Context: an optimization exercise on an open-source flow, tuned for small area, a short achievable clock period and few clock cycles per item. The choices shown serve that exercise and are no tape-out recipe. Only simulation tests tie the RTL to the original design; equivalence was not proved.

==> run F <==
## iteration_palette_gradient_top
module iteration_palette_gradient_top (
   input  logic             clock,
   input  logic             reset,
   input  logic             req_valid,
   output logic             req_ready,
   input  logic [15:0]      req_iteration_count,
   output logic             rsp_valid,
   input  logic             rsp_ready,
   output logic [7:0]       rsp_red,
   output logic [7:0]       rsp_green,
   output logic [7:0]       rsp_blue,
   input  logic             csr_wr_en,
   input  logic [15:0]      csr_wr_data
);
clock: 9.5 ns
lec_check: 0
cap_margin: 20
core_margin: 2
core_utilization: 40
place_density: 0.7
setup_slack_margin: 5
slew_margin: 20
standard.sh (not shown) runs the stock make flow with config.mk's settings and CLKGATE_MAP_FILE= SYNTH_SCRIPT=/design/flow/synth_recipe.tcl, a recipe that flattens the netlist after the stock synthesis.
==> flow/flow/run.sh <==
#!/bin/bash
set -euo pipefail
MARGIN=$(cat flow/margin.txt)
bash standard.sh synth > synth.log 2>&1
bash standard.sh SETUP_SLACK_MARGIN=$MARGIN finish > layout.log 2>&1
==> flow/flow/margin.txt <==
6.5
==> run A: changes against run F <==
--- a/flow/config.mk
+++ b/flow/config.mk
@@ -8,6 +8,5 @@
 export CAP_MARGIN = 20
 export CORE_MARGIN = 2
 export CORE_UTILIZATION = 40
-export PLACE_DENSITY = 0.7
 export SETUP_SLACK_MARGIN = 5
 export SLEW_MARGIN = 20
==> run notes <==
Outcome: run A finished clean; run F finished clean
Detailed router's first-iteration violation count: run A 3,861; run F 4,010
Wirelength, routed: run A 136.7 mm; run F 131.0 mm
Critical hold path startpoint: run A ix_p11[3]$_DFFE_PN_; run F ix_p12[5]$_DFFE_PN_
Number of buffers added by the clock tree synthesis step: run A 94; run F 89
Share of the core filled with cells in the final layout: run A 0.4646; run F 0.4613
RD Place Congestion: run A 0.8576; run F 0.8664
Logic depth of the worst setup path including buffers: run A 1; run F 11
Met2 layer wire length in the routed design: run A 64.07 mm; run F 61.89 mm
Reg-to-reg setup timing slack: run A 6.47 ns; run F 6.38 ns
P&R area growth vs syn: run A 15.24%; run F 14.42%
Number of vias in the routed layout: run A 39,529; run F 39,602
Worst EP required: run A 7.60 ns; run F 9.94 ns
Bufs w/o clock: run A 338; run F 308
Buffering stage count on the worst path with inverters included: run A 1; run F 3
Vias in the first global route: run A 38,180; run F 37,897
Clock buffer count in the final layout: run A 122; run F 100
Critical Path Start: run A out_c[21]$_DFFE_PP_; run F c_in[4]$_DFFE_PN_
Proportion of layout cells with a drive suffix above 1: run A 0.1201; run F 0.1137
Testbench counts of run F, summed over its fixed seeds: cycles 4,928, items 4,800.
Testbench counts of run A, summed over its fixed seeds: cycles 4,928, items 4,800.

==> inputs of 11-21 <==
Another version of the RTL of iteration_palette_gradient_top (not shown whole).
export LEC_CHECK = 0
export CAP_MARGIN = 20
export CORE_MARGIN = 2
export CORE_UTILIZATION = 40
export CTS_CLUSTER_DIAMETER = 90
export CTS_CLUSTER_SIZE = 22
export SETUP_SLACK_MARGIN = 5
export SLEW_MARGIN = 20
create_clock -name core_clock -period 9.5 [get_ports {clock}]
==> flow/flow/margin.txt <==
6.35
Scripts as last shown in full above: flow/flow/run.sh
==> 11-13: changes against 11-21 <==
Settings changed: CORE_UTILIZATION 40 to 58, CTS_CLUSTER_DIAMETER 90 to default, CTS_CLUSTER_SIZE 22 to default, PLACE_DENSITY from default to 0.65.
==> 01-26: changes against 11-21 <==
==> flow/flow/margin.txt (replaced) <==
6.45
==> summary of the runs <==
Register-to-register slack, lowest first: 11-13, 11-21, 01-26. In 11-13 the die area is lower than in 11-21, by 31%. The lowest first-iteration DRC count belongs to 11-21, the highest to 11-13. Final cell count, lowest first: 11-13, 11-21, 01-26. Worst setup slack: 01-26 < 11-21 < 11-13. Critical path depth is the same in 11-21 and 11-13.
Testbench counts of 11-21, summed over its fixed seeds: cycles 4,928, items 4,800.
Testbench counts of 11-13, summed over its fixed seeds: cycles 4,928, items 4,800.
Testbench counts of 01-26, summed over its fixed seeds: cycles 4,928, items 4,800.

==> v37: inputs <==
iteration_palette_gradient_top, a different RTL version from the one above (not shown whole).
==> flow/config.mk <==
export PLATFORM = sky130hd
export DESIGN_NAME = iteration_palette_gradient_top
export DESIGN_NICKNAME = iteration_palette_gradient_top
export VERILOG_FILES = /design/flow/design.v
export SDC_FILE = /design/flow/constraint.sdc
export NUM_CORES = 4
export LEC_CHECK = 0
export CAP_MARGIN = 20
export CORE_MARGIN = 2
export CORE_UTILIZATION = 40
export SETUP_SLACK_MARGIN = 5
export SLEW_MARGIN = 20
==> flow/constraint.sdc <==
create_clock -name core_clock -period 9.5 [get_ports {clock}]
set_input_delay 1.9000 -clock core_clock [delete_from_list [all_inputs] [get_ports {clock}]]
set_output_delay 1.9000 -clock core_clock [all_outputs]
set_load 0.01 [all_outputs]
==> flow/flow/margin.txt <==
6.5
Scripts as last shown in full above: flow/flow/run.sh
==> v5 (differences from v37) <==
--- a/flow/design.v
+++ b/flow/design.v
@@ -157,18 +157,17 @@
          default: c = 24'h0;
       endcase
       pal_blend = c;
    endfunction
    logic [15:0] lim;
    logic [16:0] dv;
    logic        en;
    logic        rdy;
-   logic [14:0] vld;
-   logic [15:0] c_in;
+   logic [13:0] vld;
    logic        out_v, skid_v, skid_v_n;
    logic [23:0] out_c, skid_c;
    logic [20:0] n_1;
    logic [0:0] int_2;
    logic [20:0] n_p1;
    logic [0:0] int_p1;
    logic [17:0] t_3;
    logic [16:0] h_4;
@@ -400,26 +399,21 @@
          dv  <= {1'b0, csr_wr_data[15:1], csr_wr_data[0] | (csr_wr_data == 16'd0)};
       end
    end
    assign en = !skid_v;
    always_ff @(posedge clock) begin
       if (reset) begin
          vld <= '0;
       end else if (en) begin
-         vld <= {vld[13:0], req_valid};
+         vld <= {vld[12:0], req_valid};
       end
    end
-   always_ff @(posedge clock) begin
-      if (en) begin
-         c_in <= req_iteration_count;
-      end
-   end
-   assign n_1 = ({5'd0, c_in} << 4) + ({5'd0, c_in} << 3) - {5'd0, c_in};
-   assign int_2 = (c_in >= lim);
+   assign n_1 = ({5'd0, req_iteration_count} << 4) + ({5'd0, req_iteration_count} << 3) - {5'd0, req_iteration_count};
+   assign int_2 = (req_iteration_count >= lim);
    assign t_3 = {1'b0, n_p1[20:4]} + ({1'b0, dv} ^ {18{1'b1}}) + {17'd0, 1'b1};
    assign h_4 = t_3[16:0];
    assign lo_5 = n_p1[3:0];
    assign q_6 = !t_3[16];
    assign t_7 = {h_p2, lo_p2[3]} + ({1'b0, dv} ^ {18{!h_p2[16]}}) + {17'd0, !h_p2[16]};
    assign h_8 = t_7[16:0];
    assign lo_9 = lo_p2[2:0];
    assign q_10 = {q_p2, !t_7[16]};
@@ -702,17 +696,17 @@
          cq1_p14 <= cq1_134;
          cq2_p14 <= cq2_136;
       end
    end
    always_comb begin
       if (skid_v) begin
          skid_v_n = !rsp_ready;
       end else if (out_v && !rsp_ready) begin
-         skid_v_n = vld[14];
+         skid_v_n = vld[13];
       end else begin
          skid_v_n = 1'b0;
       end
    end
    always_ff @(posedge clock) begin
       if (reset) begin
          out_v  <= 1'b0;
          skid_v <= 1'b0;
@@ -720,17 +714,17 @@
       end else begin
          skid_v <= skid_v_n;
          rdy    <= !skid_v_n;
          if (skid_v) begin
             if (rsp_ready) begin
                out_v <= 1'b1;
             end
          end else if (!(out_v && !rsp_ready)) begin
-            out_v <= vld[14];
+            out_v <= vld[13];
          end
       end
    end
    always_ff @(posedge clock) begin
       if (skid_v) begin
          if (rsp_ready) begin
             out_c <= skid_c;
          end
==> flow/flow/margin.txt (replaced) <==
6.0
==> summary of the runs <==
In v5 the wire length is lower than in v37, by about 10%. Between v5 and v37, the lower clock skew is in v5 (gap 0.031 ns). v5 finished clean. v37 finished with timing, DRC and antenna clean. In v5 the register-to-register slack is worse than in v37, by 0.34 ns. First-iteration DRC count: v37 is higher than v5 (12%). Between v5 and v37, the lower final cell count is in v5 (gap 3.3%, measured against v37). In v37 the utilization is higher than in v5, by 1.6 points. Worst setup slack: v5 is worse than v37 (0.66 ns). In v37 the worst hold slack is better than in v5, by 0.0045 ns. Against v37, the fmax of v5 is lower by about 18%.
==> figures <==
item                                                                              v37            v5
Run status                                                   timing/DRC/antenna clean  timing/DRC/antenna clean
First-pass GRT wire length                                                  221000 µm     207600 µm
Tapcells inserted                                                                1930          1917
Number of DRC violations after detailed-routing iteration 0                      3771          3373
Met2 routed wirelength                                                       68080 µm      60770 µm
Count of buffers added by post-CTS timing repair for setup                        144            12
Flops & latches, synth                                                            886           869
Routing usage on met1                                                          0.2464        0.2326
Weighted congestion reported at the end of routability-driven placement        0.8506        0.8408
Die extent in x                                                              389.7 µm      388.2 µm
Layout filler cell count                                                        13410         13530
Clock Latency Late Sink                                                       0.73 ns       0.72 ns
PostCTS Resize Cnt                                                                189            83
Number of multi-input logic gates                                                3794          3750
FP Rows                                                                           141           140
Worst hold endpoint                                                           q_p4[1]    cl0_p10[3]
Proportion of layout cells with a drive suffix above 1                         0.1221       0.08394
Share of the synthesized area in compound gates (AO/OA/AOI/OAI)                0.1467        0.1508
Final-layout clock-cell area share                                            0.05114       0.05041
Testbench counts of v37, summed over its fixed seeds: cycles 4,928, items 4,800.
Testbench counts of v5, summed over its fixed seeds: cycles 4,920, items 4,800.

==> inputs of run B <==
iteration_palette_gradient_top with an RTL version that a note above also has.
export LEC_CHECK = 0
export CAP_MARGIN = 20
export CORE_MARGIN = 2
export CORE_UTILIZATION = 40
export CTS_CLUSTER_DIAMETER = 90
export CTS_CLUSTER_SIZE = 22
export SETUP_SLACK_MARGIN = 5
export SLEW_MARGIN = 20
create_clock -name core_clock -period 9.5 [get_ports {clock}]
==> flow/flow/margin.txt <==
6.25
Scripts as last shown in full above: flow/flow/run.sh
==> run Z (differences from run B) <==
==> flow/flow/margin.txt (replaced) <==
6.35
Settings changed: CTS_CLUSTER_DIAMETER 90 to not set, CTS_CLUSTER_SIZE 22 to not set.
==> run K (differences from run B) <==
==> flow/flow/margin.txt (replaced) <==
6.35
Settings changed: CTS_CLUSTER_DIAMETER 90 to 80, CTS_CLUSTER_SIZE 22 to 26.
==> run notes <==
Result of the run: run Z complete, no violations; run K complete, no violations; run B complete, no violations
Routed WL per cell: run Z 18.4 µm; run K 18.6 µm; run B 18.1 µm
Startpoint of the most critical register-to-register path: run Z bd_p8[24]; run K lim[2]; run B bd_p8[2]
Clock-cell share: run Z 4.73%; run K 3.26%; run B 2.49%
Resized cells post-CTS: run Z 142; run K 141; run B 93
Total met2 wirelength after detailed routing: run Z 62500 µm; run K 62800 µm; run B 61600 µm
CP Capture Point: run Z rsp_red[5]; run K rsp_red[5]; run B rsp_green[7]
Met3 layer wire length in the routed design: run Z 6690 µm; run K 6260 µm; run B 5730 µm
Post-placement setup slack: run Z 5.61 ns; run K 5.61 ns; run B 5.62 ns
Final Wtd Congestion: run Z 0.856; run K 0.856; run B 0.857
Wire length of the first global-routing pass: run Z 207000 µm; run K 206000 µm; run B 203000 µm
Area of all placed cells without fillers: run Z 62300 µm²; run K 61500 µm²; run B 61000 µm²
Global routing usage on met1: run Z 23.9%; run K 23.9%; run B 23.6%
Largest stage delay on the critical path: run Z 0.40 ns; run K 0.42 ns; run B 0.38 ns
Testbench counts of run B, summed over its fixed seeds: cycles 4,928, items 4,800.
Testbench counts of run Z, summed over its fixed seeds: cycles 4,928, items 4,800.
Testbench counts of run K, summed over its fixed seeds: cycles 4,928, items 4,800.

==> inputs of exp/xenon <==
iteration_palette_gradient_top with an RTL version that a note above also has.
clock: 9.5 ns
lec_check: 0
cap_margin: 20
core_margin: 2
core_utilization: 40
setup_slack_margin: 5
slew_margin: 20
==> flow/flow/margin.txt <==
6.35
Scripts as last shown in full above: flow/flow/run.sh
==> exp/amber (differences from exp/xenon) <==
==> flow/flow/margin.txt (replaced) <==
7.0
==> run notes <==
Outcome:
- The run finished with no timing, DRC or antenna violations.

Detailed routing:
- Summed over all nets, wire length on met3 after detailed routing comes to 10.3 mm.

Place:
- The worst slack at placement is 5.77 ns.

Worst setup path:
- The reg-to-reg startpoint is u_p8[4].
The numbers above come from exp/amber.

==> run notes <==
Logic synthesis:
- Synthesis produced 5109 cells.

Worst setup path:
- The worst register-to-register path begins at lim[12].

Place:
- At the placement stage, the worst setup path has a slack of 5.68 ns.

Outcome:
- The run finished with no timing, DRC or antenna violations.
The numbers above come from exp/xenon.

Testbench counts of exp/xenon, summed over its fixed seeds: cycles 4,928, items 4,800.
Testbench counts of exp/amber, summed over its fixed seeds: cycles 4,928, items 4,800.

-- re-timing with driven ports --
The flow's constraints put no driver on any port. The routed layouts listed below were extracted and timed again, unchanged, in two steps.
Step 1 sets driving cells, clkbuf_16 on the clock port and buf_2 on the other inputs (assumed; they add their load-dependent delay and slew).
Step 2 times the ports against the registers' clock, not the clock port: input delays grow and output delays shrink by t, the midpoint of the rising clock arrivals with the driver on.
Slacks: no drivers / after step 1 / after step 2; pairs: no drivers / after step 1.
| run | t (ns) | slack for setup (ns) | latest minus earliest clock arrival (ns) |
|---|---|---|---|
| run F | 0.748 | 6.381 / 6.310 / 5.980 | 0.059 / 0.059 |
| run A | 0.762 | 6.370 / 6.298 / 6.028 | 0.084 / 0.084 |
| 11-21 | 0.730 | 6.363 / 6.288 / 5.995 | 0.085 / 0.085 |
| 11-13 | 0.752 | 6.393 / 6.319 / 5.776 | 0.036 / 0.036 |
| 01-26 | 0.750 | 6.284 / 6.198 / 6.011 | 0.056 / 0.056 |
| v37 | 0.783 | 6.374 / 6.295 / 5.983 | 0.063 / 0.063 |
| v5 | 0.773 | 5.710 / 5.730 / 4.957 | 0.032 / 0.032 |
| run B | 0.721 | 6.325 / 6.251 / 5.734 | 0.050 / 0.050 |
| run Z | 0.765 | 6.340 / 6.263 / 6.001 | 0.038 / 0.038 |
| run K | 0.752 | 6.330 / 6.254 / 6.007 | 0.049 / 0.049 |
| exp/xenon | 0.763 | 6.348 / 6.276 / 5.797 | 0.088 / 0.088 |
| exp/amber | 0.768 | 6.344 / 6.272 / 6.267 | 0.055 / 0.055 |
After both steps every run listed still meets setup and hold. The setup slack of v5, which loses most, moves by +0.020 ns with the drivers and by -0.753 ns with both steps.
